From an optimization exercise on the open Yosys and OpenROAD flow, aimed at small area; shortcuts taken in it are not production practice. The RTL was checked by simulation tests, not by an equivalence proof against the original design. Power and IR drop assume default switching activity.

==> module radio_frontend_top, before the edit <==
module radio_frontend_top
(
   input  logic          radio_clk,
   input  logic          i_reset,
   input  logic [40:0]   i_set,        
   input  logic          i_rb_stb,
   input  logic [7:0]    i_rb_addr,
   input  logic          i_run_rx,
   input  logic          i_run_tx,
   input  logic          i_rx_stb,
   input  logic [31:0]   i_rx_data,    
   input  logic          i_tx_stb,
   input  logic [31:0]   i_tx_data,
   input  logic [31:0]   i_db_gpio_in,
   input  logic [31:0]   i_misc_in,
   output logic          o_rb_valid,
   output logic [31:0]   o_rb_data,
   output logic [1:0]    o_rx_stb,
   output logic [63:0]   o_rx_data,
   output logic [0:0]    o_tx_stb,
   output logic [31:0]   o_tx_data,
   output logic [31:0]   o_db_gpio_out,
   output logic [31:0]   o_db_gpio_ddr,
   output logic [2:0]    o_radio_led,
   output logic [31:0]   o_misc_out
);
   wire        set_stb  = i_set[40];
   wire [7:0]  set_addr = i_set[39:32];
   wire [31:0] set_data = i_set[31:0];
   wire hit_db = (set_addr[7:3] == 5'b10100) & ~(set_addr[2] & set_addr[1]);
   wire hit_fe = (set_addr[7:6] == 2'b11) & (set_addr[3:0] == 4'd0) & (set_addr[5:4] != 2'd0);
   logic [31:0] pend_data;
   logic [2:0]  pend_idx;     
   logic        pend_db, pend_fe;
   always_ff @(posedge radio_clk)
   begin
      pend_data <= set_data;
      pend_idx  <= {set_addr[2],
                    set_addr[1] | (set_addr[6] & set_addr[5]),
                    set_addr[0] | (set_addr[6] & set_addr[4])};
      if (i_reset)
      begin
         pend_db <= 1'b0;
         pend_fe <= 1'b0;
      end
      else
      begin
         pend_db <= set_stb & hit_db;
         pend_fe <= set_stb & hit_fe;
      end
   end
   wire [31:0] wdata = i_reset ? 32'd0 : pend_data;
   wire we_idle = pend_db & (pend_idx == 3'd0);
   wire we_rx   = pend_db & (pend_idx == 3'd1);
   wire we_tx   = pend_db & (pend_idx == 3'd2);
   wire we_fdx  = pend_db & (pend_idx == 3'd3);
   wire we_ddr  = pend_db & (pend_idx == 3'd4);
   wire we_misc = pend_db & (pend_idx == 3'd5);
   wire we_txfe = pend_fe & (pend_idx[1:0] == 2'd1);
   wire we_rx0  = pend_fe & (pend_idx[1:0] == 2'd2);
   wire we_rx1  = pend_fe & (pend_idx[1:0] == 2'd3);
   logic [31:0] atr_idle, atr_rx, atr_tx, atr_fdx, ddr, misc;
   logic [2:0]  fe_tx, fe_rx0, fe_rx1;
   always_ff @(posedge radio_clk)
   begin
      if (i_reset | we_idle) atr_idle <= wdata;
      if (i_reset | we_rx)   atr_rx   <= wdata;
      if (i_reset | we_tx)   atr_tx   <= wdata;
      if (i_reset | we_fdx)  atr_fdx  <= wdata;
      if (i_reset | we_ddr)  ddr      <= wdata;
      if (i_reset | we_misc) misc     <= wdata;
      if (i_reset | we_txfe) fe_tx    <= wdata[2:0];
      if (i_reset | we_rx0)  fe_rx0   <= wdata[2:0];
      if (i_reset | we_rx1)  fe_rx1   <= wdata[2:0];
   end
   logic run_rx_r, run_tx_r;
   always_ff @(posedge radio_clk)
   begin
      if (i_reset)
      begin
         run_rx_r <= 1'b0;
         run_tx_r <= 1'b0;
      end
      else
      begin
         run_rx_r <= i_run_rx;
         run_tx_r <= i_run_tx;
      end
   end
   always_comb
   begin
      case ({run_tx_r, run_rx_r})
         2'b00:   o_db_gpio_out = atr_idle;
         2'b01:   o_db_gpio_out = atr_rx;
         2'b10:   o_db_gpio_out = atr_tx;
         default: o_db_gpio_out = atr_fdx;
      endcase
   end
   assign o_db_gpio_ddr = ddr;
   assign o_misc_out    = misc;
   assign o_radio_led   = {run_rx_r & ~run_tx_r, run_tx_r, run_rx_r};
   logic [31:0] gpio_s, misc_s;
   wire [31:0] misc_now = we_misc ? pend_data : misc;
   always_ff @(posedge radio_clk)
   begin
      gpio_s <= i_db_gpio_in;
      misc_s <= i_misc_in;
      o_rb_valid <= i_rb_stb & ~i_reset;
      case (i_rb_addr)
         RB_GPIO_IN:  o_rb_data <= gpio_s;
         RB_MISC_IN:  o_rb_data <= misc_s;
         RB_MISC_OUT: o_rb_data <= misc_now;
         default:     o_rb_data <= '0;
      endcase
   end
   function automatic logic [15:0] cneg(input logic [15:0] x, input logic n);
      if (!n)
         cneg = x;
      else if (x == IQ_MIN)
         cneg = IQ_MAX;
      else
         cneg = -x;
   endfunction
   function automatic logic [31:0] correct(input logic [31:0] w, input logic [2:0] c);
      logic [15:0] si, sq;
      si = c[2] ? w[15:0] : w[31:16];
      sq = c[2] ? w[31:16] : w[15:0];
      correct = {cneg(si, c[1]), cneg(sq, c[0])};
   endfunction
   logic [31:0] rx_r, tx_r;
   logic        rx_stb_r, tx_stb_r;
   always_ff @(posedge radio_clk)
   begin
      rx_r <= i_rx_data;
      tx_r <= i_tx_data;
      rx_stb_r <= i_rx_stb & ~i_reset;
      tx_stb_r <= i_tx_stb & ~i_reset;
   end
   assign o_rx_stb  = {2{rx_stb_r}};
   assign o_tx_stb  = tx_stb_r;
   assign o_rx_data = {correct(rx_r, fe_rx1), correct(rx_r, fe_rx0)};
   assign o_tx_data = correct(tx_r, fe_tx);
endmodule
Settings: LEC_CHECK=0, CAP_MARGIN=20, CORE_MARGIN=2, CORE_UTILIZATION=40, SLEW_MARGIN=20; clock period 5.0 ns.
standard.sh (not shown) runs the stock make flow with config.mk's settings and CLKGATE_MAP_FILE= SYNTH_SCRIPT=/design/flow/synth_recipe.tcl, a recipe that flattens the netlist after the stock synthesis.
==> flow/flow/run.sh <==
#!/bin/bash
# Layout flow: the standard flow, with three changes.
#  1. After the standard synthesis, its combinational gates are re-mapped for
#     area (Yosys + ABC deepsyn/amap, a few seeds, smallest kept). Register
#     cells are left exactly as the standard synthesis made them. Each
#     candidate must pass a Yosys equivalence proof against the standard
#     netlist, else the standard netlist is kept.
#  2. Port buffers use buf_1 instead of the delay buffer buffer_ports picks.
#  3. The clock tree uses clkbuf_8 with larger sink clusters, no dummy loads.
# Each tool writes its full output to its own log file in this folder.
set -euo pipefail
LIB=$FLOW_HOME/platforms/sky130hd/lib/sky130_fd_sc_hd__tt_025C_1v80.lib
RES=orfs/results/sky130hd/radio_frontend_top/base
export BUFFER_PORTS_ARGS="-buffer_cell sky130_fd_sc_hd__buf_1"
export CTS_ARGS="-sink_clustering_enable -repair_clock_nets -dont_use_dummy_load -buf_list sky130_fd_sc_hd__clkbuf_8 -sink_clustering_size 16 -sink_clustering_max_diameter 60"

bash standard.sh synth > log_standard_synth.log 2>&1

mkdir -p models resyn
python3 flow/mkmodels.py $LIB models/comb.v models/seq.v > log_mkmodels.log 2>&1
cp $RES/1_2_yosys.v resyn/in.v
DU=$(sed 's/^/-dont_use /' flow/dont_use.txt | tr '\n' ' ')

best=""; best_area=""
pids=()
for seed in 1 2 3 4; do
  mkdir -p resyn/s$seed
  sed "s/SEED/$seed/" flow/area.abc > resyn/s$seed/area.abc
  echo "abc -script resyn/s$seed/area.abc -liberty $LIB $DU" > resyn/s$seed/abc.ys
  sed -e "s#resyn/abc.ys#resyn/s$seed/abc.ys#" \
      -e "s#resyn/stat.txt#resyn/s$seed/stat.txt#" -e "s#resyn/out.v#resyn/s$seed/out.v#" \
      -e "s#LIBFILE#$LIB#" flow/resyn.ys > resyn/s$seed/resyn.ys
  ( yosys -s resyn/s$seed/resyn.ys > log_resyn_s$seed.log 2>&1 || true ) &
  pids+=($!)
done
wait "${pids[@]}" || true

python3 flow/tagq.py resyn/in.v resyn/in_tagged.v > log_tagq_in.log 2>&1
for seed in 1 2 3 4; do
  f=resyn/s$seed/out.v
  [[ -s $f ]] || continue
  python3 flow/tagq.py $f resyn/s$seed/tagged.v > log_tagq_s$seed.log 2>&1
  sed -e "s#GOLD#resyn/in_tagged.v#" -e "s#GATE#resyn/s$seed/tagged.v#" flow/eq.ys > resyn/s$seed/eq.ys
  if yosys -s resyn/s$seed/eq.ys > log_eq_s$seed.log 2>&1; then
    a=$(grep "Chip area" resyn/s$seed/stat.txt | awk '{print $NF}')
    echo "seed $seed: area $a, equivalent" >> log_resyn_summary.log
    if [[ -z "$best" ]] || awk "BEGIN{exit !($a < $best_area)}"; then best=$f; best_area=$a; fi
  else
    echo "seed $seed: NOT equivalent, dropped" >> log_resyn_summary.log
  fi
done

if [[ -n "$best" ]]; then
  echo "using $best ($best_area)" >> log_resyn_summary.log
  cp resyn/in.v $RES/1_2_yosys.standard.v
  cp $best $RES/1_2_yosys.v
  rm -f $RES/1_synth.odb $RES/1_synth.sdc
else
  echo "keeping the standard netlist" >> log_resyn_summary.log
fi

bash standard.sh > log_standard_flow.log 2>&1
Other scripts of this flow, unchanged in this note and not shown: flow/flow/area.abc, flow/flow/dont_use.txt, flow/flow/eq.ys, flow/flow/flops.v, flow/flow/mkmodels.py, flow/flow/resyn.ys, flow/flow/tagq.py
==> next run, changes <==
--- a/flow/design.v
+++ b/flow/design.v
@@ -122,35 +122,36 @@
    end
    assign o_db_gpio_ddr = ddr;
    assign o_misc_out    = misc;
    assign o_radio_led   = {run_rx_r & ~run_tx_r, run_tx_r, run_rx_r};
-   logic [31:0] gpio_s, misc_s;
-   wire [31:0] misc_now = we_misc ? pend_data : misc;
+   logic [31:0] gpio_s, misc_s, rb_in;
+   logic        rb_misc;
    always_ff @(posedge radio_clk)
    begin
       gpio_s <= i_db_gpio_in;
       misc_s <= i_misc_in;
       o_rb_valid <= i_rb_stb & ~i_reset;
-      case (i_rb_addr)
-         RB_GPIO_IN:  o_rb_data <= gpio_s;
-         RB_MISC_IN:  o_rb_data <= misc_s;
-         RB_MISC_OUT: o_rb_data <= misc_now;
-         default:     o_rb_data <= '0;
-      endcase
+      rb_misc <= i_rb_addr == RB_MISC_OUT;
+      rb_in <= ({32{i_rb_addr == RB_GPIO_IN}} & gpio_s) |
+               ({32{i_rb_addr == RB_MISC_IN}} & misc_s);
    end
-   function automatic logic [15:0] cneg(input logic [15:0] x, input logic n);
-      if (!n)
-         cneg = x;
-      else if (x == IQ_MIN)
-         cneg = IQ_MAX;
-      else
-         cneg = -x;
+   assign o_rb_data = rb_in | ({32{rb_misc}} & misc);
+   function automatic logic [15:0] flips(input logic [15:0] x);
+      logic [15:0] p;
+      p[0] = 1'b0;
+      for (int i = 1; i < 16; i++)
+         p[i] = p[i-1] | x[i-1];
+      flips = p | {16{x[15] & ~p[15]}};
    endfunction
-   function automatic logic [31:0] correct(input logic [31:0] w, input logic [2:0] c);
-      logic [15:0] si, sq;
-      si = c[2] ? w[15:0] : w[31:16];
-      sq = c[2] ? w[31:16] : w[15:0];
-      correct = {cneg(si, c[1]), cneg(sq, c[0])};
+   function automatic logic [31:0] correct(input logic [31:0] w, input logic [15:0] fi,
+                                           input logic [15:0] fq, input logic [2:0] c);
+      logic ni, nq;
+      logic [15:0] a, b;
+      ni = c[2] ? c[0] : c[1];
+      nq = c[2] ? c[1] : c[0];
+      a = w[31:16] ^ (fi & {16{ni}});
+      b = w[15:0]  ^ (fq & {16{nq}});
+      correct = c[2] ? {b, a} : {a, b};
    endfunction
    logic [31:0] rx_r, tx_r;
    logic        rx_stb_r, tx_stb_r;
    always_ff @(posedge radio_clk)
@@ -159,9 +160,11 @@
       tx_r <= i_tx_data;
       rx_stb_r <= i_rx_stb & ~i_reset;
       tx_stb_r <= i_tx_stb & ~i_reset;
    end
+   wire [15:0] rx_fi = flips(rx_r[31:16]);
+   wire [15:0] rx_fq = flips(rx_r[15:0]);
    assign o_rx_stb  = {2{rx_stb_r}};
    assign o_tx_stb  = tx_stb_r;
-   assign o_rx_data = {correct(rx_r, fe_rx1), correct(rx_r, fe_rx0)};
-   assign o_tx_data = correct(tx_r, fe_tx);
+   assign o_rx_data = {correct(rx_r, rx_fi, rx_fq, fe_rx1), correct(rx_r, rx_fi, rx_fq, fe_rx0)};
+   assign o_tx_data = correct(tx_r, flips(tx_r[31:16]), flips(tx_r[15:0]), fe_tx);
 endmodule
What happened: Wire length came out higher by 5.3%; combinational power is higher by 22%; non-clock buffer count shrinks by 7; critical path depth rises by 4; clock skew decreases by 0.0047 ns; count of clock-buffer cells in the layout climbs by 1; synthesized area rose by 2.4%; cell count goes up by 4.1%; via count rose by 4.5%; worst setup slack gains 0.14 ns; die area rises by 2.4%; power is higher by 4.5%.

## what the ideal ports hide
The flow's constraints put no driver on any port. The routed layouts listed below were extracted and timed again, unchanged, in two steps. Step 1, drivers: a clkbuf_16 drives radio_clk and a buf_2 each remaining input, both assumed. Step 2 also shifts input and output timing later by t, the mid clock arrival at the registers, as if the neighbouring blocks saw the same clock. a / b / c = no drivers / after step 1 / after step 2; a / b = the first two.
| run | t, ns | slack for setup (ns) | hold WS [ns] | worst setup path at the end |
|---|---|---|---|---|
| the first run | 0.631 | 0.062 / 0.011 / 0.642 | 0.448 / 0.425 / 0.448 | register to output |
| the second run | 0.605 | 0.197 / 0.150 / 0.755 | 0.435 / 0.435 / 0.435 | register to output |
After both steps every run listed still meets setup and hold.
